Background: an optimization exercise with open tools, aiming at small area, a short achievable clock period and few clock cycles. Do not read the settings as production practice. RTL that was checked went through simulation tests only; none was proved equivalent to the original. No functional check of the RTL was part of runs 1 to 3. Power is estimated from default activity; no workload was simulated.

### run.sh
#!/bin/bash
# synth_recipe.tcl (not shown) runs the flow's synth.tcl, then flattens the netlist and writes it again
# the make line also repeats each setting of config.mk as NAME=value (left out here)
make -C /OpenROAD-flow-scripts/flow DESIGN_CONFIG=/design/flow/config.mk WORK_HOME=/design/flow/orfs CLKGATE_MAP_FILE= SYNTH_SCRIPT=/design/flow/synth_recipe.tcl finish
### config.mk
export PLATFORM = sky130hd
export DESIGN_NAME = expression_lexer_core
export DESIGN_NICKNAME = expression_lexer_core
export VERILOG_FILES = /design/flow/design.v
export SDC_FILE = /design/flow/constraint.sdc
export NUM_CORES = 4
export LEC_CHECK = 0
export CAP_MARGIN = 20
export CORE_MARGIN = 2
export CORE_UTILIZATION = 40
export SLEW_MARGIN = 20
### constraint.sdc
create_clock -name core_clock -period 7.0 [get_ports {clk}]
set_input_delay 1.4000 -clock core_clock [delete_from_list [all_inputs] [get_ports {clk}]]
set_output_delay 1.4000 -clock core_clock [all_outputs]
set_load 0.01 [all_outputs]
### design.v
`default_nettype none
package elx_pkg;
  localparam logic [1:0] RUN_NONE  = 2'd0;
  localparam logic [1:0] RUN_NUM   = 2'd1;
  localparam logic [1:0] RUN_LOWER = 2'd2;
  localparam logic [1:0] RUN_UPPER = 2'd3;
  localparam logic [3:0] TK_LPAREN   = 4'd0;
  localparam logic [3:0] TK_RPAREN   = 4'd1;
  localparam logic [3:0] TK_MUL      = 4'd2;
  localparam logic [3:0] TK_DIV      = 4'd3;
  localparam logic [3:0] TK_ADD      = 4'd4;
  localparam logic [3:0] TK_SUB      = 4'd5;
  localparam logic [3:0] TK_MOD      = 4'd6;
  localparam logic [3:0] TK_ASSIGN   = 4'd7;
  localparam logic [3:0] TK_NUMBER   = 4'd8;
  localparam logic [3:0] TK_PRINT    = 4'd9;
  localparam logic [3:0] TK_READ     = 4'd10;
  localparam logic [3:0] TK_VARIABLE = 4'd11;
  localparam logic [3:0] TK_FUNCTION = 4'd12;
  localparam logic [3:0] TK_ERROR    = 4'd13;
  localparam logic [7:0] CH_SPACE  = 8'h20;
  localparam logic [7:0] CH_NL     = 8'h0A;
  localparam logic [7:0] CH_LPAREN = 8'h28;
  localparam logic [7:0] CH_RPAREN = 8'h29;
  localparam logic [7:0] CH_STAR   = 8'h2A;
  localparam logic [7:0] CH_SLASH  = 8'h2F;
  localparam logic [7:0] CH_PLUS   = 8'h2B;
  localparam logic [7:0] CH_MINUS  = 8'h2D;
  localparam logic [7:0] CH_PCT    = 8'h25;
  localparam logic [7:0] CH_EQ     = 8'h3D;
  localparam logic [39:0] KW_PRINT = 40'h74_6E69_7270;
  localparam logic [31:0] KW_READ  = 32'h6461_6572;
  localparam logic [30:0] VALUE_MAX = '1;
  localparam logic [30:0] SAT_EDGE  = 31'd214748364;
endpackage
`default_nettype wire
`default_nettype none
module expression_lexer_core #(
  parameter int MAX_NAME_CHARS = 8,
  parameter int LINE_BITS      = 16
) (
  input  logic        clk,
  input  logic        rst_n,
  input  logic        in_valid,
  output logic        in_stall,
  input  logic [7:0]  in_char_code,
  input  logic        in_end_of_source,
  output logic        out_valid,
  input  logic        out_stall,
  output logic [3:0]  out_token_kind,
  output logic [30:0] out_number_value,
  output logic [63:0] out_name_chars,
  output logic [3:0]  out_name_length,
  output logic        out_name_truncated,
  output logic        out_number_overflow,
  output logic [15:0] out_line_number,
  output logic        out_last_of_run
);
  localparam logic [1:0] RUN_NONE  = elx_pkg::RUN_NONE;
  localparam logic [1:0] RUN_NUM   = elx_pkg::RUN_NUM;
  localparam logic [1:0] RUN_LOWER = elx_pkg::RUN_LOWER;
  localparam logic [1:0] RUN_UPPER = elx_pkg::RUN_UPPER;
  function automatic logic [1:0] byte_class(input logic [7:0] c);
    if (c >= 8'h30 && c <= 8'h39)      byte_class = RUN_NUM;
    else if (c >= 8'h61 && c <= 8'h7A) byte_class = RUN_LOWER;
    else if (c >= 8'h41 && c <= 8'h5A) byte_class = RUN_UPPER;
    else                               byte_class = RUN_NONE;
  endfunction
  function automatic logic [3:0] sym_kind(input logic [7:0] c);
    case (c)
      elx_pkg::CH_LPAREN: sym_kind = elx_pkg::TK_LPAREN;
      elx_pkg::CH_RPAREN: sym_kind = elx_pkg::TK_RPAREN;
      elx_pkg::CH_STAR:   sym_kind = elx_pkg::TK_MUL;
      elx_pkg::CH_SLASH:  sym_kind = elx_pkg::TK_DIV;
      elx_pkg::CH_PLUS:   sym_kind = elx_pkg::TK_ADD;
      elx_pkg::CH_MINUS:  sym_kind = elx_pkg::TK_SUB;
      elx_pkg::CH_PCT:    sym_kind = elx_pkg::TK_MOD;
      elx_pkg::CH_EQ:     sym_kind = elx_pkg::TK_ASSIGN;
      default:            sym_kind = elx_pkg::TK_ERROR;
    endcase
  endfunction
  logic       ib_v0_r, ib_v1_r;
  logic [8:0] ib_d0_r, ib_d1_r;       
  logic       accept;
  logic       pop;
  assign in_stall = ib_v1_r;
  assign accept   = in_valid & ~ib_v1_r;
  always_ff @(posedge clk) begin
    if (!rst_n) begin
      ib_v0_r <= 1'b0;
      ib_v1_r <= 1'b0;
    end else if (pop) begin
      ib_v0_r <= ib_v1_r | accept;
      ib_v1_r <= ib_v1_r & accept;
    end else begin
      ib_v0_r <= ib_v0_r | accept;
      ib_v1_r <= ib_v1_r | (ib_v0_r & accept);
    end
  end
  always_ff @(posedge clk) begin
    if (pop) begin
      ib_d0_r <= ib_v1_r ? ib_d1_r : {in_end_of_source, in_char_code};
    end else if (!ib_v0_r) begin
      ib_d0_r <= {in_end_of_source, in_char_code};
    end
    if ((pop ? ib_v1_r : ib_v0_r) && accept) begin
      ib_d1_r <= {in_end_of_source, in_char_code};
    end
  end
  logic [1:0]  mode_r;       
  logic        fin_r;        
  logic [30:0] vb_r;         
  logic        ovf_r;        
  logic [63:0] nb_r;         
  logic [3:0]  len_r;        
  logic        trunc_r;      
  logic [15:0] line_r;       
  logic        pend_r;       
  logic        sl_v_r;       
  logic [3:0]  sl_k_r;
  logic        o_v_r;        
  logic [3:0]  o_kind_r;
  logic        o_last_r;
  logic        o_num_r;      
  logic [7:0]  o_lane_r;     
  logic [7:0] b;
  logic       eos;
  logic [1:0] cls;
  logic       cont, flush_a, sym, newrun, same_regs;
  logic       o_free, split, close, wait_sl, bs, sel_r;
  assign b         = ib_d0_r[7:0];
  assign eos       = ib_d0_r[8];
  assign cls       = byte_class(b);
  assign cont      = (cls != RUN_NONE) && (cls == mode_r);
  assign flush_a   = ~cont && (mode_r != RUN_NONE);
  assign sym       = (cls == RUN_NONE) && (b != elx_pkg::CH_SPACE) && (b != elx_pkg::CH_NL);
  assign newrun    = (cls != RUN_NONE) && ~cont;
  assign same_regs = cls[1] & mode_r[1];
  assign o_free  = ~o_v_r | ~out_stall;
  assign split   = ib_v0_r & flush_a & newrun & (eos | same_regs);
  assign close   = fin_r | split;
  assign wait_sl = sl_v_r & newrun & eos;
  assign bs      = o_free & ib_v0_r & ~close & ~wait_sl;
  assign pop     = bs;
  assign sel_r   = fin_r | (ib_v0_r & flush_a);
  logic        sat;
  logic [30:0] acc10;
  assign sat   = (vb_r > elx_pkg::SAT_EDGE) || (vb_r == elx_pkg::SAT_EDGE && b[3:0] > 4'd7);
  assign acc10 = {vb_r[27:0], 3'b000} + {vb_r[29:0], 1'b0} + {27'd0, b[3:0]};
  always_ff @(posedge clk) begin
    if (bs) begin
      if (newrun) begin
        if (cls == RUN_NUM) begin
          vb_r  <= {27'd0, b[3:0]};
          ovf_r <= 1'b0;
        end else begin
          nb_r[7:0] <= b;
          len_r     <= 4'd1;
          trunc_r   <= 1'b0;
        end
      end else if (cont) begin
        if (mode_r == RUN_NUM) begin
          vb_r  <= sat ? elx_pkg::VALUE_MAX : acc10;
          ovf_r <= ovf_r | sat;
        end else if (len_r[3]) begin
          trunc_r <= 1'b1;
        end else begin
          for (int i = 1; i < 8; i++) begin
            if (len_r[2:0] == 3'(i)) nb_r[8*i +: 8] <= b;
          end
          len_r <= len_r + 4'd1;
        end
      end
    end
  end
  always_ff @(posedge clk) begin
    if (!rst_n) begin
      mode_r <= RUN_NONE;
      fin_r  <= 1'b0;
    end else if (o_free) begin
      if (close) begin
        mode_r <= RUN_NONE;
        fin_r  <= 1'b0;
      end else if (bs) begin
        if (cont) begin
          fin_r <= eos;
        end else begin
          mode_r <= eos ? RUN_NONE : cls;
        end
      end
    end
  end
  logic       kw_print, kw_read, r_name;
  logic [3:0] r_kind;
  logic [7:0] r_lane;
  assign kw_print = (len_r == 4'd5) && (nb_r[39:0] == elx_pkg::KW_PRINT) && !trunc_r;
  assign kw_read  = (len_r == 4'd4) && (nb_r[31:0] == elx_pkg::KW_READ) && !trunc_r;
  assign r_name   = mode_r[1] && !(mode_r == RUN_LOWER && (kw_print || kw_read));
  always_comb begin
    case (mode_r)
      RUN_NUM:   r_kind = elx_pkg::TK_NUMBER;
      RUN_UPPER: r_kind = elx_pkg::TK_FUNCTION;
      default:   r_kind = kw_print ? elx_pkg::TK_PRINT
                        : kw_read  ? elx_pkg::TK_READ : elx_pkg::TK_VARIABLE;
    endcase
    for (int i = 0; i < 8; i++) r_lane[i] = r_name && (len_r > 4'(i));
  end
  logic [3:0] b_kind;
  always_comb begin
    case (cls)
      RUN_NUM:   b_kind = elx_pkg::TK_NUMBER;
      RUN_LOWER: b_kind = elx_pkg::TK_VARIABLE;
      RUN_UPPER: b_kind = elx_pkg::TK_FUNCTION;
      default:   b_kind = sym_kind(b);
    endcase
  end
  always_ff @(posedge clk) begin
    if (!rst_n) begin
      o_v_r  <= 1'b0;
      sl_v_r <= 1'b0;
      line_r <= 16'd1;
      pend_r <= 1'b0;
    end else if (o_free) begin
      o_v_r  <= close | sl_v_r | (bs & (flush_a | sym | (newrun & eos)));
      sl_v_r <= bs & sym & (sl_v_r | flush_a);
      if (line_r != 16'hFFFF) line_r <= line_r + 16'(pend_r);
      pend_r <= bs & (b == elx_pkg::CH_NL);
    end
  end
  always_ff @(posedge clk) begin
    if (o_free) begin
      sl_k_r <= sym_kind(b);
      if (sel_r) begin
        o_kind_r <= r_kind;
        o_last_r <= fin_r | ~(sym | (newrun & eos));
        o_num_r  <= (mode_r == RUN_NUM);
        o_lane_r <= r_lane;
      end else if (sl_v_r) begin
        o_kind_r <= sl_k_r;
        o_last_r <= 1'b1;
        o_num_r  <= 1'b0;
        o_lane_r <= 8'd0;
      end else begin
        o_kind_r <= b_kind;
        o_last_r <= 1'b1;
        o_num_r  <= (cls == RUN_NUM);
        o_lane_r <= {7'd0, cls[1]};
      end
    end
  end
  always_comb begin
    for (int i = 0; i < 8; i++) out_name_chars[8*i +: 8] = nb_r[8*i +: 8] & {8{o_lane_r[i]}};
  end
  assign out_valid           = o_v_r;
  assign out_token_kind      = o_kind_r;
  assign out_number_value    = vb_r & {31{o_num_r}};
  assign out_name_length     = len_r & {4{o_lane_r[0]}};
  assign out_name_truncated  = trunc_r & o_lane_r[0];
  assign out_number_overflow = ovf_r & o_num_r;
  assign out_line_number     = line_r;
  assign out_last_of_run     = o_last_r;
endmodule
`default_nettype wire
==> results.rst, run 1 <==
.. list-table::
   :header-rows: 1

   * - Metric
     - Value
   * - Worst hold path endpoint
     - o_kind_r[3]$_SDFFCE_PN1N_
   * - Highest cell delay on the worst timing path
     - approximately 0.71 ns
   * - Path type of the worst setup path
     - flop to flop
   * - Clock root buffer
     - sky130_fd_sc_hd__clkbuf_16
   * - Maximum clock frequency
     - 0.216 GHz
   * - Crit-path leading delay family
     - simple AND/OR/NAND/NOR gates
   * - HPWL after detailed placement
     - about 17 mm
   * - Hold path cells
     - 2
   * - Starting density of the core
     - 40.7%
   * - Clock sink count
     - 161
   * - Max-cap violations
     - 0
   * - Boundary pin count
     - 137
   * - Setup TNS Final
     - 0 ns
   * - Placeable core region
     - around 0.023 mm^2
   * - Commonest register cell after synthesis
     - sky130_fd_sc_hd__edfxtp_1
   * - Maximum number of pins on one net before global-route repair
     - 37
   * - CP endpoint kind
     - flop
   * - Number of post-CTS setup repair buffers
     - 0
   * - Avg Vias per Cell
     - 5.43
   * - Cts hold-fix bufs
     - 0
   * - Overall die height
     - 156 um
   * - Worst Reg2Reg Path Length in Cells
     - 10
   * - Count of final max-slew check failures
     - 0
   * - Number of remaining DRC errors
     - 0
   * - Power per Cell Area
     - about 190 mW/mm^2
   * - CP max-delay cell
     - sky130_fd_sc_hd__edfxtp_1
   * - Post-synth net total
     - 930
   * - Worst-path maximum fanout
     - 20
   * - Worst path bufs/invs
     - 0
   * - Max IR drop VDD
     - 0.000173 V
   * - Layout cells sized above 1
     - 6.43%
   * - Global-route wire length before repair
     - between 30 and 40 mm
   * - Final number of setup-violating endpoints
     - 0
   * - Number of antenna violations at the first check in global routing
     - 0
   * - Synth async-reset ratio
     - 0%
   * - Type of origin of the critical path
     - flop
   * - Number of buffers between clock root and the deepest sink
     - 2
   * - Setup repair after global routing missed its margin
     - no
   * - Summed instance area of the synthesized netlist
     - 0.00919 mm^2
   * - Worst setup skew after layout
     - between 0.009 and 0.01 ns
   * - Total number of nets in the final design
     - between 1000 and 1500
   * - Port buffer count
     - ~140
   * - Leading cell types in the layout, fill and taps excluded
     - 137 x sky130_fd_sc_hd__edfxtp_1, 136 x sky130_fd_sc_hd__clkdlybuf4s50_1, 109 x sky130_fd_sc_hd__and2_1, 69 x sky130_fd_sc_hd__a21oi_1
   * - Number of global-route vias before repair
     - between 6000 and 7000
   * - Tightest Pin Transition
     - approximately 0.93 ns
   * - Worst Hold Class
     - flop to flop
   * - Count of vias placed by the detailed router
     - 6962
   * - Outcome
     - complete, no violations
   * - Most frequent standard cell in the layout excluding fill and tap cells
     - sky130_fd_sc_hd__edfxtp_1
   * - Post-cts gate resize count
     - 0
   * - Global route overflow
     - 0
   * - Critical Path RT
     - 7.10 ns
   * - Average cell area after synthesis
     - 10.8 um^2
   * - Worst r2r dst
     - nb_r[52]$_DFFE_PP_
   * - Final critical path time including I/O delays and setup
     - 4.63 ns
   * - GR Util All Layers
     - around a fifth
   * - TritonCTS buffer count
     - 17
   * - Portion of the post-synthesis area used by sequential elements
     - 50.0%
   * - Path length in cells of the critical path
     - 10
   * - Number of H-tree branching levels
     - 4
   * - Worst reg2reg path startpoint
     - ib_d0_r[1]$_DFFE_PP_
   * - Number of placement rows
     - 55
   * - Source-to-sink clock delay at the later pin of the worst-skew pair
     - 0.44 ns
   * - Tcrit/Tclk final
     - around two thirds
   * - Overall power after layout
     - 2.19 mW
   * - Leakage power
     - between 4 and 5 nW
   * - Average wire per cell in the routed design
     - 18.1 um
   * - Number of enable flip-flop cells after synthesis
     - 137
   * - Post-route ant nets
     - 0
   * - Clock tree from TritonCTS
     - yes
   * - Yosys warning count
     - 1
   * - Unique masters post-synth
     - 69
   * - Clk pin slew, worst setup/hold paths
     - 0.07 ns
   * - Weighted congestion at the end of routability-driven global placement
     - 0.910
   * - Slack of the worst reg-to-reg path
     - 2.37 ns
   * - Die Span X
     - 156 um
   * - Worst hold start
     - sl_k_r[3]$_DFFE_PN_
   * - Synthesis-stage register bit count
     - between 150 and 200
   * - Slew margin rel.
     - between 30% and 40%
   * - Arrival time worst endpoint
     - 4.73 ns
   * - Violation count after the first detailed-route iteration
     - 529
   * - Instance count of the mapped netlist
     - 850
   * - Layout-stage area growth over the synthesis result
     - 24.3%
   * - Series of cell instances along the critical path
     - a21oi_1 -> o221ai_4 -> nor2_1 -> ha_1 -> mux2_2 -> nand3_1 -> a21oi_1 -> nor3_1 -> and3_1 -> and3_1
   * - Floorplan die area
     - 0.0242 mm^2
   * - Total iterations of the first detailed-routing run
     - 5
   * - Hold violation count in the final report
     - 0
   * - Wirelength, routed
     - 23.2 mm
## worst register-to-register path, cell delays in order (launching register included)
cell,delay [ns]
sky130_fd_sc_hd__edfxtp_1,0.71
sky130_fd_sc_hd__a21oi_1,0.41
sky130_fd_sc_hd__o221ai_4,0.17
sky130_fd_sc_hd__nor2_1,0.60
sky130_fd_sc_hd__ha_1,0.49
sky130_fd_sc_hd__mux2_2,0.32
sky130_fd_sc_hd__nand3_1,0.08
sky130_fd_sc_hd__a21oi_1,0.16
sky130_fd_sc_hd__nor3_1,0.50
sky130_fd_sc_hd__and3_1,0.44
sky130_fd_sc_hd__and3_1,0.43
## cells in the mapped netlist (all sizes together) (6+ instances only)
master | n | area, um^2
mux2i | 6 | 60.1
ha | 65 | 813
a21o | 9 | 67.6
o21ai | 33 | 169
nand2 | 51 | 191
xor2 | 22 | 193
nor2 | 66 | 248
nor3 | 16 | 80.1
dfxtp | 24 | 480
and3 | 10 | 62.6
buf | 6 | 45.0
a31oi | 7 | 43.8
nand4 | 11 | 68.8
a21oi | 70 | 354
edfxtp | 137 | 4110
o211ai | 7 | 52.6
nand3 | 23 | 115
inv | 21 | 78.8
and2 | 109 | 682
xnor2 | 19 | 166
a211oi | 7 | 52.6
mux2 | 12 | 135
nor4 | 6 | 37.5
clkbuf | 21 | 78.8
## state kept, by name, indices dropped and copies added, names as in the netlist
name	flops
fin_r	1
ib_d0_r	9
ib_d1_r	9
ib_v0_r	1
ib_v1_r	1
len_r	4
line_r	16
mode_r	2
nb_r	64
o_kind_r	4
o_lane_r	8
o_last_r	1
o_num_r	1
o_v_r	1
ovf_r	1
pend_r	1
sl_k_r	4
sl_v_r	1
trunc_r	1
vb_r	31
## worst max path at each step
stage / startpoint / slack [ns] / endpoint
final: ib_d0_r[1]$_DFFE_PP_ / 2.37 / nb_r[52]$_DFFE_PP_
after detailed placement: out_stall / 2.40 / nb_r[50]$_DFFE_PP_
after global placement: ib_d0_r[1]$_DFFE_PP_ / 2.55 / nb_r[47]$_DFFE_PP_
after global routing: ib_d0_r[1]$_DFFE_PP_ / 2.03 / nb_r[17]$_DFFE_PP_
after CTS: ib_d0_r[1]$_DFFE_PP_ / 2.39 / nb_r[54]$_DFFE_PP_
after floorplan: ib_d0_r[1]$_DFFE_PP_ / 2.33 / ovf_r$_SDFFCE_PP0P_
## cell type report
cell class                      count  area, um^2
Fill cell                        2075       11100
Sequential cell                   161        4590
Multi-Input combinational cell    640        4390
Timing Repair Buffer              140        1390
Clock buffer                       17         425
Tap cell                          285         357
Clock inverter                     15         170
Inverter                           22        95.1
Antenna cell                        1        2.50
## cells by family (layout without fill, tap and decap cells)
logic type | count (synthesis) | after routing | synth area share, %
AOI/OAI and AO/OA | 181 | 181 | 12.6
muxes | 18 | 18 | 2.12
and+or+nand+nor | 333 | 333 | 19.7
other | 0 | 1 | 0
adders and majority gates | 67 | 67 | 9.29
DFF | 161 | 161 | 50.0
xor gates and xnor gates | 41 | 41 | 3.91
buffers and inverters | 49 | 194 | 2.38
## where the power goes
part           total [mW]  leakage [nW]  internal [mW]  switching [mW]
Combinational       0.176          2.37         0.0878          0.0882
Clock               0.923         0.278          0.477           0.446
Sequential           1.09          1.45           1.06          0.0339
Total                2.19          4.09           1.62           0.568
## metrics by stage
step | std cells | cell area [um^2] | util, % | worst slack (ns) | hold slack, ns
3_3_place_gp | 1248 | 10800 | 47.9 | 2.55 | 0.516
6_report | 1281 | 11400 | 50.6 | 2.37 | 0.544
5_1_grt | 1280 | 11400 | 50.6 | 2.03 | 0.577
4_1_cts | 1280 | 11400 | 50.6 | 2.39 | 0.550
2_1_floorplan | 850 | 9190 | - | 2.33 | 0.504
3_5_place_dp | 1248 | 10800 | 47.9 | 2.40 | 0.524
## layer usage
layer	part of all wire, %	routed length, um	track usage, %
met2	45	10400	29.4
met4	1.6	378	5.64
met5	0	0	0
met1	49	11200	28.4
met3	5.0	1150	3.81
==> run 2, diff against run 1 <==
--- a/config.mk
+++ b/config.mk
@@ -7,2 +7,3 @@
 export LEC_CHECK = 0
+export ABC_CLOCK_PERIOD_IN_PS = 2500
 export CAP_MARGIN = 20
@@ -10,2 +11,3 @@
 export CORE_UTILIZATION = 40
+export SETUP_SLACK_MARGIN = 4.2
 export SLEW_MARGIN = 20
==> results.rst, run 2 <==
.. list-table::
   :header-rows: 1

   * - Metric
     - Value
   * - Outcome
     - complete, no violations
   * - Wirelength, routed
     - 27.2 mm (+17%)
   * - Unique masters post-synth
     - 69 (unchanged)
   * - Share of Yosys cell area claimed by the top area cell type
     - 44.8% (unchanged)
   * - Compound-gate portion of the synthesized area
     - 12.6% (unchanged)
   * - Average wire per cell in the routed design
     - 19.3 um (+6.7%)
   * - Yosys warning count
     - 1 (unchanged)
   * - CP endpoint kind
     - flop
   * - Clk pin slew, worst setup/hold paths
     - 0.07 ns (about the same)
   * - Arrival time worst endpoint
     - 3.37 ns (-1.36 ns)
   * - Series of cell instances along the critical path
     - or3_4 -> o221ai_4 -> nor2_4 -> ha_4 -> mux2_4 -> nand3_4 -> a21oi_4 -> nor3_4 -> buf_4 -> and3_4 -> and3_4
   * - Hold path cells
     - 2 (unchanged)
   * - Final number of setup-violating endpoints
     - 0 (unchanged)
   * - Max IR drop VDD
     - 0.000170 V (-1.5%)
   * - Number of H-tree branching levels
     - 4 (unchanged)
   * - Worst-path maximum fanout
     - 8 (-60%)
   * - Post-synth net total
     - 930 (unchanged)
   * - Portion of netlist area occupied by mux cells
     - 2.12% (unchanged)
   * - Commonest register cell after synthesis
     - sky130_fd_sc_hd__edfxtp_1
   * - Path type of the worst setup path
     - flop to flop
   * - Hold violation count in the final report
     - 0 (unchanged)
   * - Total number of nets in the final design
     - 1191 (+12%)
   * - Number of global-route vias before repair
     - 7289 (+11%)
   * - Layout cells sized above 1
     - 36.9% (+30 points)
   * - Max-cap violations
     - 0 (unchanged)
   * - Post-synth top cells
     - 137 x sky130_fd_sc_hd__edfxtp_1, 109 x sky130_fd_sc_hd__and2_1, 69 x sky130_fd_sc_hd__a21oi_1
   * - Setup TNS Final
     - 0 ns (unchanged)
   * - Count of vias placed by the detailed router
     - 7817 (+12%)
   * - Regs by FF count
     - nb_r (64), vb_r (31), line_r (16)
   * - Critical Path RT
     - 7.13 ns (+0.03 ns)
   * - Total iterations of the first detailed-routing run
     - 7 (+2)
   * - Most instantiated library cell after synthesis
     - sky130_fd_sc_hd__edfxtp_1
   * - Tightest Pin Transition
     - 0.837 ns (-0.0948 ns)
   * - Maximum clock frequency
     - 0.309 GHz (+43%)
   * - Synth async-reset ratio
     - 0% (unchanged)
   * - Worst Reg2Reg Path Length in Cells
     - 11 (+1)
   * - Worst Hold Class
     - flop to flop
   * - Number of flip-flops under the largest register name
     - 64 (unchanged)
   * - HPWL after detailed placement
     - 16.7 mm (+0.25%)
   * - Global-route wire length before repair
     - 40.4 mm (+11%)
   * - Cell mode on critical path
     - sky130_fd_sc_hd__and3_4
   * - Post-route ant nets
     - 0 (unchanged)
   * - Crit-path leading delay family
     - simple AND/OR/NAND/NOR gates
   * - Boundary pin count
     - 137 (unchanged)
   * - Worst setup skew after layout
     - 0.0128 ns (+0.00304 ns)
   * - Setup repair after global routing missed its margin
     - yes
   * - Final critical path time including I/O delays and setup
     - 3.24 ns (-1.39 ns)
   * - Die Span X
     - 156 um (unchanged)
   * - Layout-stage area growth over the synthesis result
     - 47.5%
   * - Dominant combinational cell family by area after synthesis
     - simple AND/OR/NAND/NOR gates
   * - Number of placement rows
     - 55 (unchanged)
   * - Worst r2r dst
     - nb_r[9]$_DFFE_PP_
   * - GR Util All Layers
     - 21.6% (+2.1 points)
   * - Antenna fix cells
     - 0 (-1)
   * - Slack of the worst reg-to-reg path
     - 3.76 ns (+1.39 ns)
   * - Post-synthesis cell type with the largest combined area
     - sky130_fd_sc_hd__edfxtp_1
   * - Port buffer count
     - 136 (unchanged)
   * - Global route overflow
     - 0 (unchanged)
   * - Leading cell types in the layout, fill and taps excluded
     - 137 x sky130_fd_sc_hd__edfxtp_1, 84 x sky130_fd_sc_hd__buf_6, 80 x sky130_fd_sc_hd__buf_4, 60 x sky130_fd_sc_hd__a21oi_1, 60 x sky130_fd_sc_hd__nor2_1
   * - Fill cell instance count of the final layout
     - 1835 (-12%)
   * - Clock sink count
     - 161 (unchanged)
   * - Weighted congestion at the end of routability-driven global placement
     - 0.882 (-3.1%)
   * - TritonCTS buffer count
     - 17 (unchanged)
   * - Placeable core region
     - 0.0226 mm^2 (unchanged)
   * - Area of the multi-input gates
     - 0.00536 mm^2 (+22%)
   * - Synthesis-stage register bit count
     - 161 (unchanged)
   * - Worst reg2reg path startpoint
     - ib_d0_r[0]$_DFFE_PP_
   * - Starting density of the core
     - 40.7% (unchanged)
   * - Sequential cell area in the final layout
     - 0.00461 mm^2 (+0.27%)
   * - Simple-gate share of the synthesized area
     - 19.7% (unchanged)
   * - Power per Cell Area
     - 174 mW/mm^2 (-9.3%)
   * - Floorplan die area
     - 0.0242 mm^2 (unchanged)
   * - Fin Hold WS
     - 0.542 ns (-0.00288 ns)
   * - Avg Vias per Cell
     - 5.55 (+2.1%)
   * - Top cells by area in the synthesized netlist
     - sky130_fd_sc_hd__edfxtp_1 45%, sky130_fd_sc_hd__ha_1 8.8%, sky130_fd_sc_hd__and2_1 7.4%
   * - Type of origin of the critical path
     - flop
   * - Most frequent standard cell in the layout excluding fill and tap cells
     - sky130_fd_sc_hd__edfxtp_1
   * - Tcrit/Tclk final
     - 46.3% (-20 points)
   * - Number of buffers between clock root and the deepest sink
     - 2 (unchanged)
   * - Violation count after the first detailed-route iteration
     - 569 (+7.6%)
   * - Worst hold path endpoint
     - line_r[5]$_SDFFE_PN0P_
   * - Slew margin rel.
     - 44.1% (+6.3 points)
   * - Number of remaining DRC errors
     - 0 (unchanged)
   * - Average cell area after synthesis
     - 10.8 um^2 (unchanged)
   * - Clock tree from TritonCTS
     - yes
   * - Instance count of the mapped netlist
     - 850 (unchanged)
   * - Start point of the critical path
     - ib_d0_r[0]$_DFFE_PP_
   * - Number of antenna violations at the first check in global routing
     - 0 (unchanged)
   * - Portion of the post-synthesis area used by sequential elements
     - 50.0% (unchanged)
   * - Worst path bufs/invs
     - 1 (+1)
   * - CP max-delay cell
     - sky130_fd_sc_hd__edfxtp_1
   * - Number of enable flip-flop cells after synthesis
     - 137 (unchanged)
   * - Summed instance area of the synthesized netlist
     - 0.00919 mm^2 (unchanged)
   * - Count of final max-slew check failures
     - 0 (unchanged)
   * - Post-synthesis share of cell area spent on xor and xnor gates
     - 3.91% (unchanged)
   * - Worst hold start
     - line_r[5]$_SDFFE_PN0P_
   * - Cts hold-fix bufs
     - 0 (unchanged)
   * - Clock root buffer
     - sky130_fd_sc_hd__clkbuf_16
   * - Leakage power
     - 5.52 nW (+35%)
   * - Adder-cell area share of the yosys netlist
     - 9.29% (unchanged)
   * - Maximum number of pins on one net before global-route repair
     - 37 (unchanged)
   * - Source-to-sink clock delay at the later pin of the worst-skew pair
     - 0.43 ns (about the same)
   * - Overall die height
     - 156 um (unchanged)
   * - Highest cell delay on the worst timing path
     - 0.49 ns (-0.22 ns)
   * - Largest Register
     - nb_r
run 2: final cells by class:
cell class,count,area share [%]
clock buffers,18,3.17
multi-input cells,644,39.5
well taps,285,2.63
clock inverters,14,1.31
inverters,22,0.701
repair buffers,265,18.7
flip-flops and latches,161,34.0
run 2: routing by layer:
metal	vias to the layer above	global-route usage (%)	part of all wire (%)
met3	55	4.14	5.0
met4	0	6.07	2.9
met2	280	36.0	49
met1	3809	28.7	44
met5	-	0	0
li1	3673	-	-
run 2: cells by family after synthesis:
family,Yosys count
mux,18
xor+xnor,41
buf+inv,49
simple gates,333
compound gates,181
fa+ha+maj,67
flops,161
run 2: worst min-delay path: stages (launching register included):
cell and delay, ns:
sky130_fd_sc_hd__dfxtp_1 0.35, sky130_fd_sc_hd__o21ai_0 0.09, sky130_fd_sc_hd__a21oi_1 0.06
run 2: timing repair:
item	in CTS	in global routing
pin swaps	49	86
gates resized for setup	302	279
gates cloned	6	1
setup buffers	84	39
setup endpoints to repair	306	280
endpoints found under the hold margin	0	0
run 2: how the worst max path moves through the flow:
| stage | endpoint | slack, ns | cells after the start |
|---|---|---|---|
| after floorplan | ovf_r$_SDFFCE_PP0P_ | 3.55 | 13 |
| after global placement | vb_r[7]$_SDFFCE_PP0P_ | 2.97 | 10 |
| after global routing | vb_r[14]$_SDFFCE_PP0P_ | 3.69 | 10 |
| after CTS | nb_r[54]$_DFFE_PP_ | 3.81 | 12 |
| after detailed placement | vb_r[9]$_SDFFCE_PP0P_ | 2.84 | 10 |
| final | nb_r[9]$_DFFE_PP_ | 3.76 | 11 |
run 2: stage by stage:
stage	setup slack [ns]	cell area [um^2]	power [mW]	util [%]	std cells
6_report	3.76	13600	2.36	60.1	1409
5_1_grt	3.69	13600	2.43	60.1	1409
4_1_cts	3.81	12700	2.30	56.2	1369
3_5_place_dp	2.84	11100	1.30	49.0	1247
3_3_place_gp	2.97	11100	1.30	49.0	1247
2_1_floorplan	3.55	9480	1.22	-	850
run 2: report_power, final:
group          internal, mW  switching (mW)
sequential             1.06          0.0212
combinational         0.160           0.149
clock                 0.567           0.401
total                  1.78           0.571
==> run 3, diff against run 2 <==
--- a/config.mk
+++ b/config.mk
@@ -11,3 +11,2 @@
 export CORE_UTILIZATION = 40
-export SETUP_SLACK_MARGIN = 4.2
 export SLEW_MARGIN = 20
==> results.rst, run 3 <==
.. list-table::
   :header-rows: 1

   * - Metric
     - Value
   * - HPWL after detailed placement
     - 16.7 mm (-0.25%)
   * - Boundary pin count
     - 137 (unchanged)
   * - Critical Path RT
     - 7.10 ns (-0.03 ns)
   * - Area of the multi-input gates
     - 0.00439 mm^2 (-18%)
   * - Final core utilization
     - 50.6% (-9.4 points)
   * - Average cell area after synthesis
     - 10.8 um^2 (unchanged)
   * - Number of remaining DRC errors
     - 0 (unchanged)
   * - Power per Cell Area
     - 192 mW/mm^2 (+10%)
   * - Yosys warning count
     - 1 (unchanged)
   * - Avg Vias per Cell
     - 5.43 (-2.0%)
   * - Setup WS pre-CTS
     - 2.40 ns (-0.438 ns)
   * - Clock sink count
     - 161 (unchanged)
   * - Post-synth net total
     - 930 (unchanged)
   * - Global-route wire length before repair
     - 36.5 mm (-9.7%)
   * - Number of global-route vias before repair
     - 6590 (-9.6%)
   * - Top cells by area in the synthesized netlist
     - sky130_fd_sc_hd__edfxtp_1 45%, sky130_fd_sc_hd__ha_1 8.8%, sky130_fd_sc_hd__and2_1 7.4%
   * - Post-route setup slack
     - 2.37 ns (-1.39 ns)
   * - Total iterations of the first detailed-routing run
     - 5 (-2)
   * - Worst Hold Class
     - flop to flop
   * - Final critical path time including I/O delays and setup
     - 4.63 ns (+1.39 ns)
   * - Slew margin rel.
     - 37.9% (-6.3 points)
   * - Most instantiated library cell after synthesis
     - sky130_fd_sc_hd__edfxtp_1
   * - Die Span X
     - 156 um (unchanged)
   * - Synthesis-stage register bit count
     - 161 (unchanged)
   * - CP endpoint kind
     - flop
   * - Clk pin slew, worst setup/hold paths
     - 0.07 ns (about the same)
   * - Final cell area excluding filler cells
     - 0.0114 mm^2 (-16%)
   * - Cts hold-fix bufs
     - 0 (unchanged)
   * - Worst-path maximum fanout
     - 20 (+12)
   * - Share of Yosys cell area claimed by the top area cell type
     - 44.8% (unchanged)
   * - Commonest register cell after synthesis
     - sky130_fd_sc_hd__edfxtp_1
   * - Arrival time worst endpoint
     - 4.73 ns (+1.36 ns)
   * - Tcrit/Tclk final
     - 66.2% (+20 points)
   * - Number of placement rows
     - 55 (unchanged)
   * - Number of flip-flops under the largest register name
     - 64 (unchanged)
   * - Largest Register
     - nb_r
   * - Violation count after the first detailed-route iteration
     - 529 (-7.0%)
   * - Post-synthesis cell type with the largest combined area
     - sky130_fd_sc_hd__edfxtp_1
   * - Overall die height
     - 156 um (unchanged)
   * - Max IR drop VDD
     - 0.000173 V (+1.5%)
   * - Hold violation count in the final report
     - 0 (unchanged)
   * - Layout-stage area growth over the synthesis result
     - 24.3%
   * - Tightest Pin Transition
     - 0.932 ns (+0.0948 ns)
   * - Unique masters post-synth
     - 69 (unchanged)
   * - Number of post-CTS setup repair buffers
     - 0 (-100%)
   * - Path type of the worst setup path
     - flop to flop
   * - Setup repair after global routing missed its margin
     - no
   * - Number of H-tree branching levels
     - 4 (unchanged)
   * - Post-synth top cells
     - 137 x sky130_fd_sc_hd__edfxtp_1, 109 x sky130_fd_sc_hd__and2_1, 69 x sky130_fd_sc_hd__a21oi_1
   * - Global route overflow
     - 0 (unchanged)
   * - Type of origin of the critical path
     - flop
   * - Layout cells sized above 1
     - 6.43% (-30 points)
   * - Number of antenna violations at the first check in global routing
     - 0 (unchanged)
   * - Clock tree from TritonCTS
     - yes
   * - Average wire per cell in the routed design
     - 18.1 um (-6.3%)
   * - Regs by FF count
     - nb_r (64), vb_r (31), line_r (16)
   * - Count of vias placed by the detailed router
     - 6962 (-11%)
   * - Weighted congestion at the end of routability-driven global placement
     - 0.910 (+3.2%)
   * - Maximum number of pins on one net before global-route repair
     - 37 (unchanged)
   * - Floorplan die area
     - 0.0242 mm^2 (unchanged)
   * - Starting density of the core
     - 40.7% (unchanged)
   * - Summed instance area of the synthesized netlist
     - 0.00919 mm^2 (unchanged)
   * - Post-route ant nets
     - 0 (unchanged)
   * - Placeable core region
     - 0.0226 mm^2 (unchanged)
   * - Final number of setup-violating endpoints
     - 0 (unchanged)
   * - Setup TNS Final
     - 0 ns (unchanged)
   * - Max-cap violations
     - 0 (unchanged)
   * - Post-cts gate resize count
     - 0 (-100%)
   * - Source-to-sink clock delay at the later pin of the worst-skew pair
     - 0.44 ns (about the same)
   * - Fill cell instance count of the final layout
     - 2075 (+13%)
   * - Number of buffers between clock root and the deepest sink
     - 2 (unchanged)
   * - TritonCTS buffer count
     - 17 (unchanged)
   * - Number of enable flip-flop cells after synthesis
     - 137 (unchanged)
   * - Total number of nets in the final design
     - 1062 (-11%)
   * - Wirelength, routed
     - 23.2 mm (-15%)
   * - GR Util All Layers
     - 19.4% (-2.1 points)
   * - Sequential cell area in the final layout
     - 0.00459 mm^2 (-0.27%)
   * - Leading cell types in the layout, fill and taps excluded
     - 137 x sky130_fd_sc_hd__edfxtp_1, 136 x sky130_fd_sc_hd__clkdlybuf4s50_1, 109 x sky130_fd_sc_hd__and2_1, 69 x sky130_fd_sc_hd__a21oi_1
   * - Portion of the post-synthesis area used by sequential elements
     - 50.0% (unchanged)
   * - Count of final max-slew check failures
     - 0 (unchanged)
   * - Worst setup skew after layout
     - 0.00978 ns (-0.00304 ns)
   * - Instance count of the mapped netlist
     - 850 (unchanged)
   * - Outcome
     - complete, no violations
   * - Leakage power
     - 4.09 nW (-26%)
   * - Maximum clock frequency
     - 0.216 GHz (-30%)
   * - Most frequent standard cell in the layout excluding fill and tap cells
     - sky130_fd_sc_hd__edfxtp_1
   * - Port buffer count
     - 136 (unchanged)
   * - Synth async-reset ratio
     - 0% (unchanged)
   * - Clock root buffer
     - sky130_fd_sc_hd__clkbuf_16
   * - Placed cell areas
     - 0.0108 mm^2 (-2.1%)
run 3: layout make-up:
cell class | count | area share, %
Sequential cell | 161 | 40.2
Multi-Input combinational cell | 640 | 38.4
Timing Repair Buffer | 140 | 12.2
Clock buffer | 17 | 3.72
Tap cell | 285 | 3.12
Clock inverter | 15 | 1.49
Inverter | 22 | 0.832
Antenna cell | 1 | 0.0219
run 3: worst paths after layout:
path	start	slack (ns)	depth (start not counted)	to
hold / removal	sl_k_r[3]$_DFFE_PN_	0.54	2	o_kind_r[3]$_SDFFCE_PN1N_
setup reg to reg	ib_d0_r[1]$_DFFE_PP_	2.37	10	nb_r[52]$_DFFE_PP_
setup / recovery	ib_d0_r[1]$_DFFE_PP_	2.37	10	nb_r[52]$_DFFE_PP_
hold reg to reg	sl_k_r[3]$_DFFE_PN_	0.54	2	o_kind_r[3]$_SDFFCE_PN1N_
run 3: cell families (layout without fill, tap and decap cells):
| family | Yosys count | count (layout) | synth area share [%] |
|---|---|---|---|
| AOI/OAI and AO/OA | 181 | 181 | 12.6 |
| and+or+nand+nor | 333 | 333 | 19.7 |
| other | 0 | 1 | 0 |
| muxes | 18 | 18 | 2.12 |
| adders and majority gates | 67 | 67 | 9.29 |
| buffers and inverters | 49 | 194 | 2.38 |
| xor gates and xnor gates | 41 | 41 | 3.91 |
| DFF | 161 | 161 | 50.0 |
run 3: power by group:
| group | total [mW] | internal, mW | switching [mW] |
|---|---|---|---|
| clock | 0.923 | 0.477 | 0.446 |
| combinational | 0.176 | 0.0878 | 0.0882 |
| sequential | 1.09 | 1.06 | 0.0339 |
run 3: routing by layer:
| layer | GRT usage, % | wire [um] | part of all wire, % | vias up |
|---|---|---|---|---|
| met3 | 3.81 | 1150 | 5.0 | 26 |
| li1 | - | - | - | 3423 |
| met2 | 29.4 | 10400 | 45 | 204 |
| met5 | 0 | 0 | 0 | - |
| met4 | 5.64 | 378 | 1.6 | 0 |
| met1 | 28.4 | 11200 | 49 | 3309 |
run 3: critical path: stages (launching register included):
cell	delay, ns
sky130_fd_sc_hd__edfxtp_1	0.71
sky130_fd_sc_hd__a21oi_1	0.40
sky130_fd_sc_hd__o221ai_4	0.17
sky130_fd_sc_hd__nor2_1	0.60
sky130_fd_sc_hd__ha_1	0.49
sky130_fd_sc_hd__mux2_2	0.32
sky130_fd_sc_hd__nand3_1	0.08
sky130_fd_sc_hd__a21oi_1	0.16
sky130_fd_sc_hd__nor3_1	0.50
sky130_fd_sc_hd__and3_1	0.44
sky130_fd_sc_hd__and3_1	0.42
run 3: stage by stage:
stage,power [mW],cells,hold slack [ns]
floorplan,1.20,850,0.504
global placement,1.29,1248,0.516
detailed placement,1.29,1248,0.524
CTS,2.20,1280,0.550
global route,2.26,1280,0.577
finish,2.19,1281,0.544
==> run 4, diff against run 3 <==
--- a/design.v
+++ b/design.v
@@ -81,8 +81,14 @@
   endfunction
-  logic       ib_v0_r, ib_v1_r;
-  logic [8:0] ib_d0_r, ib_d1_r;       
-  logic       accept;
-  logic       pop;
+  localparam int IBW = 13;
+  logic           ib_v0_r, ib_v1_r;
+  logic [IBW-1:0] ib_d0_r, ib_d1_r;
+  logic [IBW-1:0] in_word;
+  logic [1:0]     in_cls;
+  logic           accept;
+  logic           pop;
   assign in_stall = ib_v1_r;
   assign accept   = in_valid & ~ib_v1_r;
+  assign in_cls   = byte_class(in_char_code);
+  assign in_word  = {in_char_code == elx_pkg::CH_NL, in_cls == RUN_UPPER, in_cls == RUN_LOWER,
+                     in_cls == RUN_NUM, in_end_of_source, in_char_code};
   always_ff @(posedge clk) begin
@@ -101,8 +107,8 @@
     if (pop) begin
-      ib_d0_r <= ib_v1_r ? ib_d1_r : {in_end_of_source, in_char_code};
+      ib_d0_r <= ib_v1_r ? ib_d1_r : in_word;
     end else if (!ib_v0_r) begin
-      ib_d0_r <= {in_end_of_source, in_char_code};
+      ib_d0_r <= in_word;
     end
     if ((pop ? ib_v1_r : ib_v0_r) && accept) begin
-      ib_d1_r <= {in_end_of_source, in_char_code};
+      ib_d1_r <= in_word;
     end
@@ -130,10 +136,17 @@
   logic       o_free, split, close, wait_sl, bs, sel_r;
+  logic       is_num, is_low, is_up, is_nl, is_run;
   assign b         = ib_d0_r[7:0];
   assign eos       = ib_d0_r[8];
-  assign cls       = byte_class(b);
-  assign cont      = (cls != RUN_NONE) && (cls == mode_r);
+  assign is_num    = ib_d0_r[9];
+  assign is_low    = ib_d0_r[10];
+  assign is_up     = ib_d0_r[11];
+  assign is_nl     = ib_d0_r[12];
+  assign is_run    = is_num | is_low | is_up;
+  assign cls       = {is_low | is_up, is_num | is_up};
+  assign cont      = (is_num & (mode_r == RUN_NUM)) | (is_low & (mode_r == RUN_LOWER))
+                   | (is_up & (mode_r == RUN_UPPER));
   assign flush_a   = ~cont && (mode_r != RUN_NONE);
-  assign sym       = (cls == RUN_NONE) && (b != elx_pkg::CH_SPACE) && (b != elx_pkg::CH_NL);
-  assign newrun    = (cls != RUN_NONE) && ~cont;
-  assign same_regs = cls[1] & mode_r[1];
+  assign sym       = ~is_run && (b != elx_pkg::CH_SPACE) && ~is_nl;
+  assign newrun    = is_run && ~cont;
+  assign same_regs = (is_low | is_up) & mode_r[1];
   assign o_free  = ~o_v_r | ~out_stall;
@@ -167,5 +180,2 @@
         end else begin
-          for (int i = 1; i < 8; i++) begin
-            if (len_r[2:0] == 3'(i)) nb_r[8*i +: 8] <= b;
-          end
           len_r <= len_r + 4'd1;
@@ -173,2 +183,7 @@
       end
+    end
+  end
+  always_ff @(posedge clk) begin
+    for (int i = 1; i < 8; i++) begin
+      if (len_r == 4'(i)) nb_r[8*i +: 8] <= b;
     end
@@ -226,3 +241,3 @@
       if (line_r != 16'hFFFF) line_r <= line_r + 16'(pend_r);
-      pend_r <= bs & (b == elx_pkg::CH_NL);
+      pend_r <= bs & is_nl;
     end
--- a/config.mk
+++ b/config.mk
@@ -7,3 +7,2 @@
 export LEC_CHECK = 0
-export ABC_CLOCK_PERIOD_IN_PS = 2500
 export CAP_MARGIN = 20
@@ -11,2 +10,3 @@
 export CORE_UTILIZATION = 40
+export SETUP_SLACK_MARGIN = 4.6
 export SLEW_MARGIN = 20
==> results.rst, run 4 <==
.. list-table::
   :header-rows: 1

   * - Metric
     - Value
   * - Max-cap violations
     - 0 (unchanged)
   * - Cts hold-fix bufs
     - 0 (unchanged)
   * - Largest Register
     - nb_r
   * - Power per Cell Area
     - 189 mW/mm^2 (-1.2%)
   * - CP endpoint kind
     - flop
   * - Portion of the post-synthesis area used by sequential elements
     - 50.3% (+0.29 points)
   * - Worst-path maximum fanout
     - 3 (-85%)
   * - Number of placement rows
     - 56 (+1.8%)
   * - Max IR drop VDD
     - 0.000170 V (-1.7%)
   * - Count of final max-slew check failures
     - 0 (unchanged)
   * - Leading cell types in the layout, fill and taps excluded
     - 145 x sky130_fd_sc_hd__edfxtp_1, 132 x sky130_fd_sc_hd__buf_6, 96 x sky130_fd_sc_hd__and2_4, 70 x sky130_fd_sc_hd__buf_4, 55 x sky130_fd_sc_hd__ha_1
   * - Synthesis-stage register bit count
     - 169 (+5.0%)
   * - Clk pin slew, worst setup/hold paths
     - 0.07 ns (about the same)
   * - TritonCTS buffer count
     - 17 (unchanged)
   * - Number of enable flip-flop cells after synthesis
     - 145 (+5.8%)
   * - GR Util All Layers
     - 21.2% (+1.8 points)
   * - Post-synthesis cell type with the largest combined area
     - sky130_fd_sc_hd__edfxtp_1
   * - Source-to-sink clock delay at the later pin of the worst-skew pair
     - 0.43 ns (about the same)
   * - Yosys warning count
     - 1 (unchanged)
   * - Worst reg2reg path startpoint
     - ib_d0_r[3]$_DFFE_PP_
   * - Hold path cells
     - 2 (unchanged)
   * - Summed instance area of the synthesized netlist
     - 0.00961 mm^2 (+4.6%)
   * - Critical Path RT
     - 7.15 ns (+0.05 ns)
   * - Violation count after the first detailed-route iteration
     - 589 (+11%)
   * - Most frequent standard cell in the layout excluding fill and tap cells
     - sky130_fd_sc_hd__edfxtp_1
   * - Worst Reg2Reg Path Length in Cells
     - 10 (unchanged)
   * - Post-synth net total
     - 952 (+2.4%)
   * - Port buffer count
     - 136 (unchanged)
   * - Start point of the critical path
     - ib_d0_r[3]$_DFFE_PP_
   * - Number of H-tree branching levels
     - 4 (unchanged)
   * - Weighted congestion at the end of routability-driven global placement
     - 0.887 (-2.6%)
   * - Post-synth top cells
     - 145 x sky130_fd_sc_hd__edfxtp_1, 122 x sky130_fd_sc_hd__and2_1, 63 x sky130_fd_sc_hd__ha_1
   * - Leakage power
     - 5.64 nW (+38%)
   * - Unique masters post-synth
     - 72 (+4.3%)
   * - Post-route ant nets
     - 0 (unchanged)
   * - Commonest register cell after synthesis
     - sky130_fd_sc_hd__edfxtp_1
   * - Number of buffers between clock root and the deepest sink
     - 2 (unchanged)
   * - Placed cell areas
     - 0.0114 mm^2 (+5.6%)
   * - Outcome
     - complete, no violations
   * - Placed Cells incl. Taps
     - 1299 (+4.1%)
   * - Global-route wire length before repair
     - 42.6 mm (+17%)
   * - Final critical path time including I/O delays and setup
     - 3.10 ns (-1.53 ns)
   * - Top cells by area in the synthesized netlist
     - sky130_fd_sc_hd__edfxtp_1 45%, sky130_fd_sc_hd__ha_1 8.2%, sky130_fd_sc_hd__and2_1 7.9%
   * - Average cell area after synthesis
     - 11.0 um^2 (+1.7%)
   * - Hold violation count in the final report
     - 0 (unchanged)
   * - Number of flip-flops under the largest register name
     - 64 (unchanged)
   * - Maximum clock frequency
     - 0.323 GHz (+49%)
   * - Tcrit/Tclk final
     - 44.3% (-22 points)
   * - Worst setup path end
     - vb_r[28]$_SDFFCE_PN0P_
   * - Wirelength, routed
     - 27.4 mm (+18%)
   * - Global route overflow
     - 0 (unchanged)
   * - Fin Hold WS
     - 0.490 ns (-0.0545 ns)
   * - Type of origin of the critical path
     - flop
   * - Average wire per cell in the routed design
     - 18.8 um (+4.1%)
   * - Non-filler instance count after layout
     - 1457 (+14%)
   * - Clock tree from TritonCTS
     - yes
   * - Setup repair after global routing missed its margin
     - yes
   * - Fill cell instance count of the final layout
     - 1971 (-5.0%)
   * - Regs by FF count
     - nb_r (64), vb_r (31), line_r (16)
   * - Placeable core region
     - 0.0235 mm^2 (+4.3%)
   * - Clock root buffer
     - sky130_fd_sc_hd__clkbuf_16
   * - Antenna fix cells
     - 0 (-1)
   * - Number of remaining DRC errors
     - 0 (unchanged)
   * - Share of Yosys cell area claimed by the top area cell type
     - 45.3% (+0.52 points)
   * - Slack of the worst reg-to-reg path
     - 3.90 ns (+1.53 ns)
   * - Path type of the worst setup path
     - flop to flop
   * - Worst setup skew after layout
     - 0.0111 ns (+0.00132 ns)
   * - Instance count of the mapped netlist
     - 874 (+2.8%)
   * - Most instantiated library cell after synthesis
     - sky130_fd_sc_hd__edfxtp_1
   * - Number of global-route vias before repair
     - 7615 (+16%)
   * - HPWL after detailed placement
     - 16.7 mm (about the same)
   * - Floorplan die area
     - 0.0253 mm^2 (+4.5%)
   * - Synth async-reset ratio
     - 0% (unchanged)
   * - Layout-stage area growth over the synthesis result
     - 44.7%
   * - Final cell area excluding filler cells
     - 0.0139 mm^2 (+22%)
   * - Slew margin rel.
     - 40.9% (+3.0 points)
   * - Clock sink count
     - 169 (+5.0%)
   * - Tightest Pin Transition
     - 0.877 ns (-0.0546 ns)
   * - Total number of nets in the final design
     - 1203 (+13%)
   * - Number of antenna violations at the first check in global routing
     - 0 (unchanged)
   * - Final number of setup-violating endpoints
     - 0 (unchanged)
   * - Setup TNS Final
     - 0 ns (unchanged)
   * - Die Span X
     - 159 um (+2.2%)
   * - Boundary pin count
     - 137 (unchanged)
   * - Starting density of the core
     - 40.8% (+0.12 points)
   * - Avg Vias per Cell
     - 5.42 (-0.22%)
   * - Total iterations of the first detailed-routing run
     - 5 (unchanged)
   * - Worst r2r dst
     - vb_r[28]$_SDFFCE_PN0P_
   * - Maximum number of pins on one net before global-route repair
     - 43 (+16%)
   * - Overall die height
     - 159 um (+2.2%)
   * - Layout cells sized above 1
     - 44.6% (+38 points)
   * - Worst Hold Class
     - flop to flop
   * - Arrival time worst endpoint
     - 3.25 ns (-1.48 ns)
   * - Count of vias placed by the detailed router
     - 7901 (+13%)
run 4: cell count changes after synthesis, moves of 8 or more:
| cell | delta |
|---|---|
| sky130_fd_sc_hd__a21oi_1 | -8 |
| sky130_fd_sc_hd__mux2_4 | +10 |
| sky130_fd_sc_hd__nor2b_1 | +8 |
| sky130_fd_sc_hd__nor2_1 | -15 |
| sky130_fd_sc_hd__and2_1 | +13 |
| sky130_fd_sc_hd__edfxtp_1 | +8 |
run 4: worst min-delay path by stage:
stage                              to              startpoint  slack, ns
3_3_place_gp   line_r[4]$_SDFFE_PN0P_  line_r[4]$_SDFFE_PN0P_       0.50
4_1_cts        line_r[4]$_SDFFE_PN0P_  line_r[4]$_SDFFE_PN0P_       0.51
6_report       line_r[4]$_SDFFE_PN0P_  line_r[4]$_SDFFE_PN0P_       0.49
3_5_place_dp   line_r[4]$_SDFFE_PN0P_  line_r[4]$_SDFFE_PN0P_       0.51
2_1_floorplan      fin_r$_SDFFE_PN0P_      fin_r$_SDFFE_PN0P_       0.48
5_1_grt        line_r[4]$_SDFFE_PN0P_  line_r[4]$_SDFFE_PN0P_       0.55
run 4: critical path, stage by stage, from the launching register on:
cell                        delay [ns]
sky130_fd_sc_hd__edfxtp_1         0.50
sky130_fd_sc_hd__fa_1             0.51
sky130_fd_sc_hd__fa_2             0.38
sky130_fd_sc_hd__a211oi_2         0.25
sky130_fd_sc_hd__o21ai_2          0.11
sky130_fd_sc_hd__a2111oi_4        0.31
sky130_fd_sc_hd__buf_6            0.18
sky130_fd_sc_hd__nor4b_4          0.06
sky130_fd_sc_hd__o31ai_2          0.25
sky130_fd_sc_hd__xor2_1           0.17
sky130_fd_sc_hd__a21oi_1          0.09
run 4: cell families (layout without fill, tap and decap cells):
family / Yosys count / in the layout / share of synthesized area [%]
compound gates: 177 / 179 / 11.9
simple gates: 351 / 354 / 20.7
xor+xnor: 38 / 38 / 3.46
fa+ha+maj: 66 / 66 / 8.72
buf+inv: 54 / 313 / 2.39
flops: 169 / 169 / 50.3
mux: 19 / 19 / 2.56
run 4: metal layers:
| layer | GRT usage [%] | share of wire (%) | vias to the layer above |
|---|---|---|---|
| li1 | - | - | 3769 |
| met1 | 28.4 | 45 | 3864 |
| met2 | 34.5 | 48 | 231 |
| met3 | 4.45 | 5.1 | 37 |
| met4 | 6.98 | 2.2 | 0 |
| met5 | 0 | 0 | - |
run 4: what timing repair did:
item                                    4_1_cts  5_1_grt
cloned                                        8        1
resized for setup                           638      221
endpoints found under the setup margin      289      205
buffers inserted                             89       28
pin swaps                                    85       54
run 4: metrics by stage:
step,total power [mW],worst slack (ns),utilization (%)
finish,2.63,3.90,59.1
global route,2.73,3.81,59.1
floorplan,1.40,3.96,-
CTS,2.56,3.99,54.8
detailed placement,1.54,3.23,48.5
global placement,1.54,3.29,48.5
run 4: area by class of cell:
type / count / area (um^2) / area share (%)
Timing Repair Buffer: 257 / 2490 / 17.9
Tap cell: 319 / 399 / 2.87
Clock buffer: 18 / 429 / 3.08
Multi-Input combinational cell: 656 / 5460 / 39.3
Sequential cell: 169 / 4870 / 35.0
Inverter: 23 / 95.1 / 0.683
Timing Repair inverter: 1 / 5.00 / 0.0360
Clock inverter: 14 / 163 / 1.17
run 4: power breakdown:
part	total [mW]	internal, mW	switching, mW
sequential	1.18	1.14	0.0395
combinational	0.509	0.261	0.248
clock	0.943	0.508	0.435
total	2.63	1.91	0.723
Testbench counts of run 4, summed over its fixed seeds: cycles 24,069.
==> run 5, diff against run 4 <==
--- a/config.mk
+++ b/config.mk
@@ -10,3 +10,3 @@
 export CORE_UTILIZATION = 40
-export SETUP_SLACK_MARGIN = 4.6
+export SETUP_SLACK_MARGIN = 4.2
 export SLEW_MARGIN = 20
==> results.rst, run 5 <==
.. list-table::
   :header-rows: 1

   * - Metric
     - Value
   * - Overall power after layout
     - 2.53 mW (-3.9%)
   * - Placed cell areas
     - 0.0114 mm^2 (-0.59%)
   * - Cts hold-fix bufs
     - 0 (unchanged)
   * - Slew margin rel.
     - 42.6% (+1.7 points)
   * - Leading cell types in the layout, fill and taps excluded
     - 145 x sky130_fd_sc_hd__edfxtp_1, 99 x sky130_fd_sc_hd__and2_1, 57 x sky130_fd_sc_hd__ha_1, 53 x sky130_fd_sc_hd__a21oi_1
   * - Antenna fix cells
     - 0 (unchanged)
   * - Top cells by area in the synthesized netlist
     - sky130_fd_sc_hd__edfxtp_1 45%, sky130_fd_sc_hd__ha_1 8.2%, sky130_fd_sc_hd__and2_1 7.9%
   * - Port buffer count
     - 136 (unchanged)
   * - Instance count of the mapped netlist
     - 874 (unchanged)
   * - Number of placement rows
     - 56 (unchanged)
   * - Combinational share of power
     - 16.4% (-2.9 points)
   * - Setup repair after global routing missed its margin
     - yes
   * - Clock sink count
     - 169 (unchanged)
   * - Count of vias placed by the detailed router
     - 7506 (-5.0%)
   * - Unique masters post-synth
     - 72 (unchanged)
   * - Area of the multi-input gates
     - 0.00516 mm^2 (-5.6%)
   * - Net switching power of the design
     - 707 uW (-2.3%)
   * - Max-cap violations
     - 0 (unchanged)
   * - Worst hold start
     - line_r[13]$_SDFFE_PN0P_
   * - Summed instance area of the synthesized netlist
     - 0.00961 mm^2 (unchanged)
   * - Clock tree from TritonCTS
     - yes
   * - Routed length on met1
     - 11.9 mm (-3.0%)
   * - Number of global-route vias before repair
     - 7176 (-5.8%)
   * - Maximum number of pins on one net before global-route repair
     - 43 (unchanged)
   * - Global route overflow
     - 0 (unchanged)
   * - Largest Register
     - nb_r
   * - Routed length on met2
     - 12.0 mm (-9.0%)
   * - Post-synth top cells
     - 145 x sky130_fd_sc_hd__edfxtp_1, 122 x sky130_fd_sc_hd__and2_1, 63 x sky130_fd_sc_hd__ha_1
   * - Switching part of the total power
     - 27.9% (+0.47 points)
   * - Average wire per cell in the routed design
     - 18.4 um (-2.2%)
   * - Arrival time worst endpoint
     - 3.29 ns (+0.04 ns)
   * - Most frequent standard cell in the layout excluding fill and tap cells
     - sky130_fd_sc_hd__edfxtp_1
   * - Final critical path time including I/O delays and setup
     - 3.13 ns (+0.0340 ns)
   * - Portion of the post-synthesis area used by sequential elements
     - 50.3% (unchanged)
   * - Synthesis-stage register bit count
     - 169 (unchanged)
   * - Max IR drop VDD
     - 0.000152 V (-11%)
   * - Fill cell instance count of the final layout
     - 2081 (+5.6%)
   * - Post-synth net total
     - 952 (unchanged)
   * - Type of origin of the critical path
     - flop
   * - Final cell area excluding filler cells
     - 0.0129 mm^2 (-7.4%)
   * - Top Metal Used
     - met4
   * - Post-route ant nets
     - 0 (unchanged)
   * - Floorplan die area
     - 0.0253 mm^2 (unchanged)
   * - GR Util All Layers
     - 20.0% (-1.2 points)
   * - Commonest register cell after synthesis
     - sky130_fd_sc_hd__edfxtp_1
   * - Synth async-reset ratio
     - 0% (unchanged)
   * - Critical Path RT
     - 7.16 ns (about the same)
   * - Power per Cell Area
     - 196 mW/mm^2 (+3.7%)
   * - Maximum clock frequency
     - 0.319 GHz (-1.1%)
   * - Avg Vias per Cell
     - 5.35 (-1.3%)
   * - Share of Yosys cell area claimed by the top area cell type
     - 45.3% (unchanged)
   * - DR WL met3
     - 1.34 mm (-4.7%)
   * - Hold path cells
     - 2 (unchanged)
   * - Most instantiated library cell after synthesis
     - sky130_fd_sc_hd__edfxtp_1
   * - Number of flip-flops under the largest register name
     - 64 (unchanged)
   * - Boundary pin count
     - 137 (unchanged)
   * - Tightest Pin Transition
     - 0.852 ns (-0.0251 ns)
   * - Sequential cell area in the final layout
     - 0.00485 mm^2 (-0.56%)
   * - Hold violation count in the final report
     - 0 (unchanged)
   * - Start point of the critical path
     - vb_r[0]$_DFFE_PP_
   * - Outcome
     - complete, no violations
   * - Worst Hold Class
     - flop to flop
   * - Slack of the worst reg-to-reg path
     - 3.87 ns (-0.03 ns)
   * - Total iterations of the first detailed-routing run
     - 5 (unchanged)
   * - TritonCTS buffer count
     - 17 (unchanged)
   * - Setup TNS Final
     - 0 ns (unchanged)
   * - Worst setup skew after layout
     - 0.0122 ns (+0.00110 ns)
   * - Layout cells sized above 1
     - 26.6% (-18 points)
   * - Number of enable flip-flop cells after synthesis
     - 145 (unchanged)
   * - Layout-stage area growth over the synthesis result
     - 34.0%
   * - Overall die height
     - 159 um (unchanged)
   * - Placeable core region
     - 0.0235 mm^2 (unchanged)
   * - Starting density of the core
     - 40.8% (unchanged)
   * - Leakage power
     - 5.19 nW (-7.9%)
   * - Source-to-sink clock delay at the later pin of the worst-skew pair
     - 0.43 ns (about the same)
   * - Clk pin slew, worst setup/hold paths
     - 0.07 ns (about the same)
   * - Tcrit/Tclk final
     - 44.7% (+0.49 points)
   * - HPWL after detailed placement
     - 16.2 mm (-2.7%)
   * - Clock root buffer
     - sky130_fd_sc_hd__clkbuf_16
   * - Weighted congestion at the end of routability-driven global placement
     - 0.838 (-5.4%)
   * - Part of the total power dissipated in sequential elements
     - 46.8% (+2.0 points)
   * - Number of antenna violations at the first check in global routing
     - 0 (unchanged)
   * - Number of H-tree branching levels
     - 4 (unchanged)
   * - Violation count after the first detailed-route iteration
     - 532 (-9.7%)
   * - Post-synthesis cell type with the largest combined area
     - sky130_fd_sc_hd__edfxtp_1
   * - Die Span X
     - 159 um (unchanged)
   * - Count of final max-slew check failures
     - 0 (unchanged)
   * - Number of remaining DRC errors
     - 0 (unchanged)
   * - Final number of setup-violating endpoints
     - 0 (unchanged)
   * - Total number of nets in the final design
     - 1148 (-4.6%)
   * - Regs by FF count
     - nb_r (64), vb_r (31), line_r (16)
   * - Worst reg2reg path startpoint
     - vb_r[0]$_DFFE_PP_
   * - Clock share of power
     - 36.9% (+1.1 points)
   * - Worst-path maximum fanout
     - 4 (+1)
   * - Path type of the worst setup path
     - flop to flop
   * - Average cell area after synthesis
     - 11.0 um^2 (unchanged)
   * - Worst Reg2Reg Path Length in Cells
     - 10 (unchanged)
   * - CP endpoint kind
     - flop
   * - Global-route wire length before repair
     - 40.1 mm (-5.9%)
   * - Yosys warning count
     - 1 (unchanged)
   * - Number of buffers between clock root and the deepest sink
     - 2 (unchanged)
   * - Wirelength, routed
     - 25.8 mm (-5.9%)
   * - Internal power consumption
     - 1.82 mW (-4.6%)
run 5: cell types whose count changed in the layout (fill, tap and decap cells not counted), sizes merged:
| cell | previous run | this run |
|---|---|---|
| clkinv | 4 | 5 |
| clkinvlp | 5 | 3 |
| clkdlybuf4s50 | 5 | 36 |
| inv | 28 | 29 |
| nand2 | 50 | 49 |
| bufinv | 1 | 0 |
| buf | 245 | 89 |
| dlygate4sd2 | 2 | 11 |
| clkbuf | 19 | 55 |
| clkdlybuf4s15 | 0 | 23 |
| dlymetal6s2s | 4 | 9 |
| and3 | 14 | 13 |
run 5: cell families (layout without fill, tap and decap cells):
group | count (synthesis) | count (layout) | share of synthesized area [%]
xor gates and xnor gates | 38 | 38 | 3.46
AOI/OAI and AO/OA | 177 | 179 | 11.9
and+or+nand+nor | 351 | 352 | 20.7
DFF | 169 | 169 | 50.3
buffers and inverters | 54 | 260 | 2.39
adders and majority gates | 66 | 66 | 8.72
muxes | 19 | 19 | 2.56
run 5: power by group through the flow:
| stage | combinational (mW) | clock [mW] | sequential (mW) |
|---|---|---|---|
| 2_1_floorplan | 0.211 | 0 | 1.19 |
| 3_3_place_gp | 0.313 | 0 | 1.22 |
| 3_5_place_dp | 0.315 | 0 | 1.22 |
| 4_1_cts | 0.388 | 0.950 | 1.18 |
| 5_1_grt | 0.448 | 0.990 | 1.19 |
| 6_report | 0.414 | 0.933 | 1.18 |
run 5: final cells by class:
cell class,count,share of cell area [%]
sequential,169,37.6
multi-input combinational,654,40.0
clock buffer,19,3.44
inverter,23,0.738
clock inverter,13,1.17
timing repair buffer,204,13.9
timing repair inverter,1,0.0388
tap,319,3.10
run 5: worst max-delay path: stages, from the launching register on:
cell and delay [ns]:
sky130_fd_sc_hd__edfxtp_1 0.49, sky130_fd_sc_hd__fa_1 0.52, sky130_fd_sc_hd__fa_2 0.37, sky130_fd_sc_hd__a211oi_2 0.28, sky130_fd_sc_hd__o21ai_2 0.13, sky130_fd_sc_hd__a2111oi_4 0.29
sky130_fd_sc_hd__buf_4 0.19, sky130_fd_sc_hd__nor4b_2 0.06, sky130_fd_sc_hd__o31ai_1 0.29, sky130_fd_sc_hd__xor2_1 0.17, sky130_fd_sc_hd__a21oi_1 0.08
run 5: worst paths after layout:
kind / to
min reg2reg: line_r[13]$_SDFFE_PN0P_
min: line_r[13]$_SDFFE_PN0P_
max: vb_r[28]$_SDFFCE_PN0P_
max reg2reg: vb_r[28]$_SDFFCE_PN0P_
run 5: per-layer routing:
metal  vias to the layer above  track usage, %
met5                         -               0
met4                         0            6.98
met3                        35            3.88
met2                       218            32.1
met1                      3614            27.2
li1                       3639               -
run 5: timing repair:
action                     in CTS  in global routing
pin swaps                      51                 56
setup buffers                  47                 20
gates resized for setup       225                178
setup endpoints to repair     231                182
gates cloned                    4                  0
run 5: per-stage QoR:
stage               std cells  hold WS (ns)  setup slack (ns)  utilization [%]
floorplan                 874         0.475              3.96                -
global placement         1299         0.497              3.30             48.2
detailed placement       1299         0.514              3.23             48.2
CTS                      1382         0.526              3.90             53.5
global route             1402         0.556              3.75             54.7
finish                   1402         0.519              3.87             54.7

separate check: timing with driven ports:
No port has a modelled driver above. Below, the same layouts with a new extraction and two added sets of constraints.
Step 1 sets driving cells, clkbuf_16 on the clock port and buf_2 on the other inputs (assumed; they add their load-dependent delay and slew).
Step 2, shift: input delay + t, output delay - t, t = (earliest + latest rising clock arrival at the registers) / 2. This alone moves slack from input paths to output paths.
Slacks: no drivers / after step 1 / after step 2; pairs: no drivers / after step 1.
run | t (ns) | slack for setup (ns) | hold slack, ns | worst setup path at the end | clock arrival spread, ns
run 1 | 0.475 | 2.369 / 2.369 / 2.369 | 0.544 / 0.544 / 0.544 | register to register | 0.010 / 0.011
run 2 | 0.472 | 3.762 / 3.762 / 3.673 | 0.542 / 0.542 / 0.542 | input to register | 0.013 / 0.013
run 3 | 0.475 | 2.369 / 2.369 / 2.369 | 0.544 / 0.544 / 0.544 | register to register | 0.010 / 0.011
run 4 | 0.476 | 3.902 / 3.902 / 3.902 | 0.490 / 0.490 / 0.490 | register to register | 0.011 / 0.012
run 5 | 0.476 | 3.868 / 3.833 / 3.810 | 0.519 / 0.519 / 0.519 | input to register | 0.013 / 0.013
After both steps setup and hold are still met in every run listed. For run 2, which loses most, drivers alone change the setup slack by 0.000 ns; drivers and shift together by -0.089 ns.
